This is an optimization exercise on Yosys and OpenROAD, whose aim is small area, a short achievable clock period and few clock cycles per item, not a production implementation.
RTL that was checked went through simulation tests only; none was proved equivalent to the original.

## JK
Design hmm_viterbi_decoder, start of the top module:
module hmm_viterbi_decoder #(
  parameter int DATA_PREC       = 16,
  parameter int HIDDEN_STATES   = 4,
  parameter int OBSERVED_STATES = 4,
  parameter int OBSERVED_LEN    = 16,
  localparam int SW = (HIDDEN_STATES > 1) ? $clog2(HIDDEN_STATES) : 1,
  localparam int OW = (OBSERVED_STATES > 1) ? $clog2(OBSERVED_STATES) : 1
) (
  input  logic                 clk,
  input  logic                 rst,
  input  logic [HIDDEN_STATES*HIDDEN_STATES*DATA_PREC-1:0]   trans,
  input  logic [HIDDEN_STATES*OBSERVED_STATES*DATA_PREC-1:0] emm,
  input  logic [HIDDEN_STATES*DATA_PREC-1:0]                 stationary_distribution,
  input  logic                 in_valid,
  output logic                 in_ready,
  input  logic [OW-1:0]        in_obs,
  output logic                 out_valid,
  input  logic                 out_ready,
  output logic [SW-1:0]        out_state,
  output logic                 out_last,
  output logic [DATA_PREC-1:0] out_prob
);
export LEC_CHECK = 0
export ABC_CLOCK_PERIOD_IN_PS = 5500
export CAP_MARGIN = 20
export CORE_MARGIN = 2
export CORE_UTILIZATION = 40
export SLEW_MARGIN = 20
export SYNTH_HIERARCHICAL = 1
create_clock -name core_clock -period 24.0 [get_ports {clk}]
standard.sh (not shown) runs the stock make flow with config.mk's settings and CLKGATE_MAP_FILE= SYNTH_SCRIPT=/design/flow/synth_recipe.tcl, a recipe that flattens the netlist after the stock synthesis.
==> flow/flow/run.sh <==
#!/bin/bash
# Layout flow: the standard ORFS flow (standard.sh), with
#  - port buffers of the smallest plain buffer instead of the default delay buffer,
#  - repair_timing asked for extra setup slack so that the layout is sized for speed
#    (the clock and constraints are the design's; only the repair target changes).
set -euo pipefail
source flow/params.sh
bash standard.sh \
  "BUFFER_PORTS_ARGS=-buffer_cell sky130_fd_sc_hd__buf_1" \
  "SETUP_SLACK_MARGIN=${MARGIN}" \
  finish > flow_make.log 2>&1
==> flow/flow/params.sh <==
MARGIN=18.0
Testbench counts of JK, summed over its fixed seeds: cycles 28,672, sequences 256.
Relative to JK, the following input files were edited for MS:
--- a/flow/design.v
+++ b/flow/design.v
@@ -119,22 +119,23 @@
   always_comb begin
     st_n = st_q;
     if (amax) begin
       if (amax_take) st_n = ph_q[1:0] - 2'd1;
     end else if (out_hs) begin
       if (t_q == 4'd15) st_n = bpc_q[st_q];
       else if (t_q != 4'd0) st_n = bp_q[t_q][st_q];
     end
   end
   always_ff @(posedge clk) begin
     a_q <= a_n;
+    st_q <= st_n;
     b_q <= b_byp ? emm[({2'd0, in_obs})*DP +: DP] : emm[({jn, obs_q})*DP +: DP];
     if (run && ph_q <= 3'd3) d_q <= em_y;
     x1_q <= (ph_q <= 3'd1) ? em_y : d_q;
     if (run) begin
       case (ph_q)
         3'd0: x2_q <= em_y;
         3'd1, 3'd2, 3'd3: x2_q <= d_q;
         default: ;
       endcase
     end
     tr_q <= tr_n;
@@ -188,37 +189,32 @@
       end
       S_OUT: begin
         if (out_hs) begin
           if (t_q == 4'd0) state_d = S_WAIT;
           else t_d = t_q - 4'd1;
         end
       end
       default: state_d = S_WAIT;
     endcase
   end
   logic [3:0] fen_d, ffirst_d;
-  logic       s0d_d, s1p0_d, s2p1_d, s3p0_d, bpw_d;
-  logic [2:0] ph_n;
+  logic       s0d_d, s1p0_d, s2p1_d, s3p0_d;
   always_comb begin
     logic run_n, cur_n, prev_n, amax_n;
-    logic [3:0] t_n;
-    run_n  = run & ~(ph_q == 3'd1 && abort_q) & ~(last_f && ph_q == 3'd4);
-    ph_n   = (ph_q == 3'd5) ? 3'd0 : ph_q + 3'd1;
-    t_n    = (ph_q == 3'd5) ? t_q + 4'd1 : t_q;
-    cur_n  = run_n & (t_n != 4'd15);
-    prev_n = run_n & ((ph_q == 3'd5) | cont_q);
-    amax_n = run_n & (t_n == 4'd15) & ~abort_q & (ph_n >= 3'd1) & (ph_n <= 3'd4);
-    bpw_d  = run_n & (ph_n == 3'd2) & (t_n != 4'd0) & (t_n != 4'd15);
+    run_n  = (state_d == S_RUN);
+    cur_n  = run_n & (t_d != 4'd15);
+    prev_n = run_n & cont_d;
+    amax_n = run_n & (t_d == 4'd15) & ~abort_d & (ph_d >= 3'd1) & (ph_d <= 3'd4);
     fen_d = '0; ffirst_d = '0;
     s1p0_d = 1'b0; s2p1_d = 1'b0; s3p0_d = 1'b0;
-    case (ph_n)
+    case (ph_d)
       3'd0: begin
         fen_d[1] = prev_n; s1p0_d = 1'b1;
         fen_d[2] = prev_n; s2p1_d = 1'b1;
         fen_d[3] = prev_n;
       end
       3'd1: begin
         fen_d[3] = prev_n; s3p0_d = 1'b1;
       end
       3'd2: begin
         fen_d[2:0] = {3{cur_n}}; ffirst_d[2:0] = {3{cur_n}};
       end
@@ -230,53 +226,51 @@
         fen_d[0] = cur_n; fen_d[2] = cur_n; s2p1_d = 1'b1;
         fen_d[3] = cur_n;
       end
       3'd5: begin
         fen_d[0] = cur_n; fen_d[1] = cur_n; fen_d[2] = cur_n;
       end
       default: ;
     endcase
     s0d_d = amax_n;
     if (amax_n) begin
       fen_d[0]    = 1'b1;
-      ffirst_d[0] = (ph_n == 3'd1);
+      ffirst_d[0] = (ph_d == 3'd1);
     end
   end
   always_ff @(posedge clk or posedge rst) begin
     if (rst) begin
       fen_q       <= '0;
       ffirst_q    <= '0;
       {s0d_q, s1p0_q, s2p1_q, s3p0_q} <= '0;
       bpw_q       <= 1'b0;
       state_q     <= S_WAIT;
       ph_q        <= 3'd0;
       t_q         <= 4'd0;
       full_q      <= 1'b0;
       cont_q      <= 1'b0;
       abort_q     <= 1'b0;
       in_ready_q  <= 1'b0;
-      st_q        <= 2'd0;
       out_valid_q <= 1'b0;
       out_last_q  <= 1'b0;
     end else begin
       fen_q       <= fen_d;
       ffirst_q    <= ffirst_d;
       {s0d_q, s1p0_q, s2p1_q, s3p0_q} <= {s0d_d, s1p0_d, s2p1_d, s3p0_d};
-      bpw_q       <= bpw_d;
+      bpw_q       <= (state_d == S_RUN) && (ph_d == 3'd2) && (t_d != 4'd0) && (t_d != 4'd15);
       state_q     <= state_d;
       ph_q        <= ph_d;
       t_q         <= t_d;
       full_q      <= full_d;
       cont_q      <= cont_d;
       abort_q     <= abort_d;
-      st_q        <= st_n;
       in_ready_q  <= ~full_d & ~(state_d == S_OUT) & ~(state_d == S_RUN && t_d == 4'd15);
       out_valid_q <= (state_d == S_OUT);
       out_last_q  <= (state_d == S_OUT) && (t_d == 4'd0);
     end
   end
   always_ff @(posedge clk) begin
     if (accept) obs_q <= in_obs;
   end
 endmodule
 module mul16hi (input [15:0] a, input [15:0] b, output [15:0] y);
   wire pp1;
## What came out
- MS vs JK on cell area after layout: MS is the lower one.
- Diff JK -> MS: area added between synthesis and finish picked up an extra 0.64 points.
- Compared with JK, MS shows count of different cell masters after synthesis lower by 1.
- On routed wire length: MS sits below JK.
- Comparing JK and MS, maximum clock frequency is lower on MS.
- MS: global routing met1 resource utilization 1.1 points below JK
- Comparing JK and MS, the higher final critical-path share of the clock period is on MS.
- Share of synthesized registers carrying an async set or reset: MS lower than JK
- [compare] base=JK new=MS: maximum fanout along the worst path up 1; number of inserted filler cells in the final layout went down by 72; count of plain and timing-repair buffers in the layout went up.
Function not checked in MS: the RTL went through the layout flow alone.

port drivers added, routing unchanged:
No port has a modelled driver above. Below, the same layouts with a new extraction and two added sets of constraints. Step 1 (the two cells are an assumption about what drives the block):
set clk [get_ports {clk}]
set_driving_cell -lib_cell sky130_fd_sc_hd__clkbuf_16 $clk
set_driving_cell -lib_cell sky130_fd_sc_hd__buf_2 [delete_from_list [all_inputs] $clk]
Step 2 moves the port delays by t, midway between the first and last clock arrival at a register: inputs arrive t later, outputs are due t later. That takes back most of the time a late clock gives input paths. Slacks: ideal ports / drivers / drivers and shift; pairs: ideal ports / drivers.
run | t (ns) | slack for setup (ns) | hold slack, ns | slew at the worst register clock pin (ns) | worst slew at a driven data input, ns
JK | 0.716 | 17.974 / 17.900 / 17.354 | 0.505 / 0.505 / 0.505 | 0.06 / 0.06 | 0.16
MS | 0.714 | 17.732 / 17.739 / 17.025 | 0.532 / 0.532 / 0.532 | 0.08 / 0.08 | 0.11
After both steps setup and hold are still met in every run listed. The setup slack of MS, which loses most, moves by +0.007 ns with the drivers and by -0.707 ns with both steps.
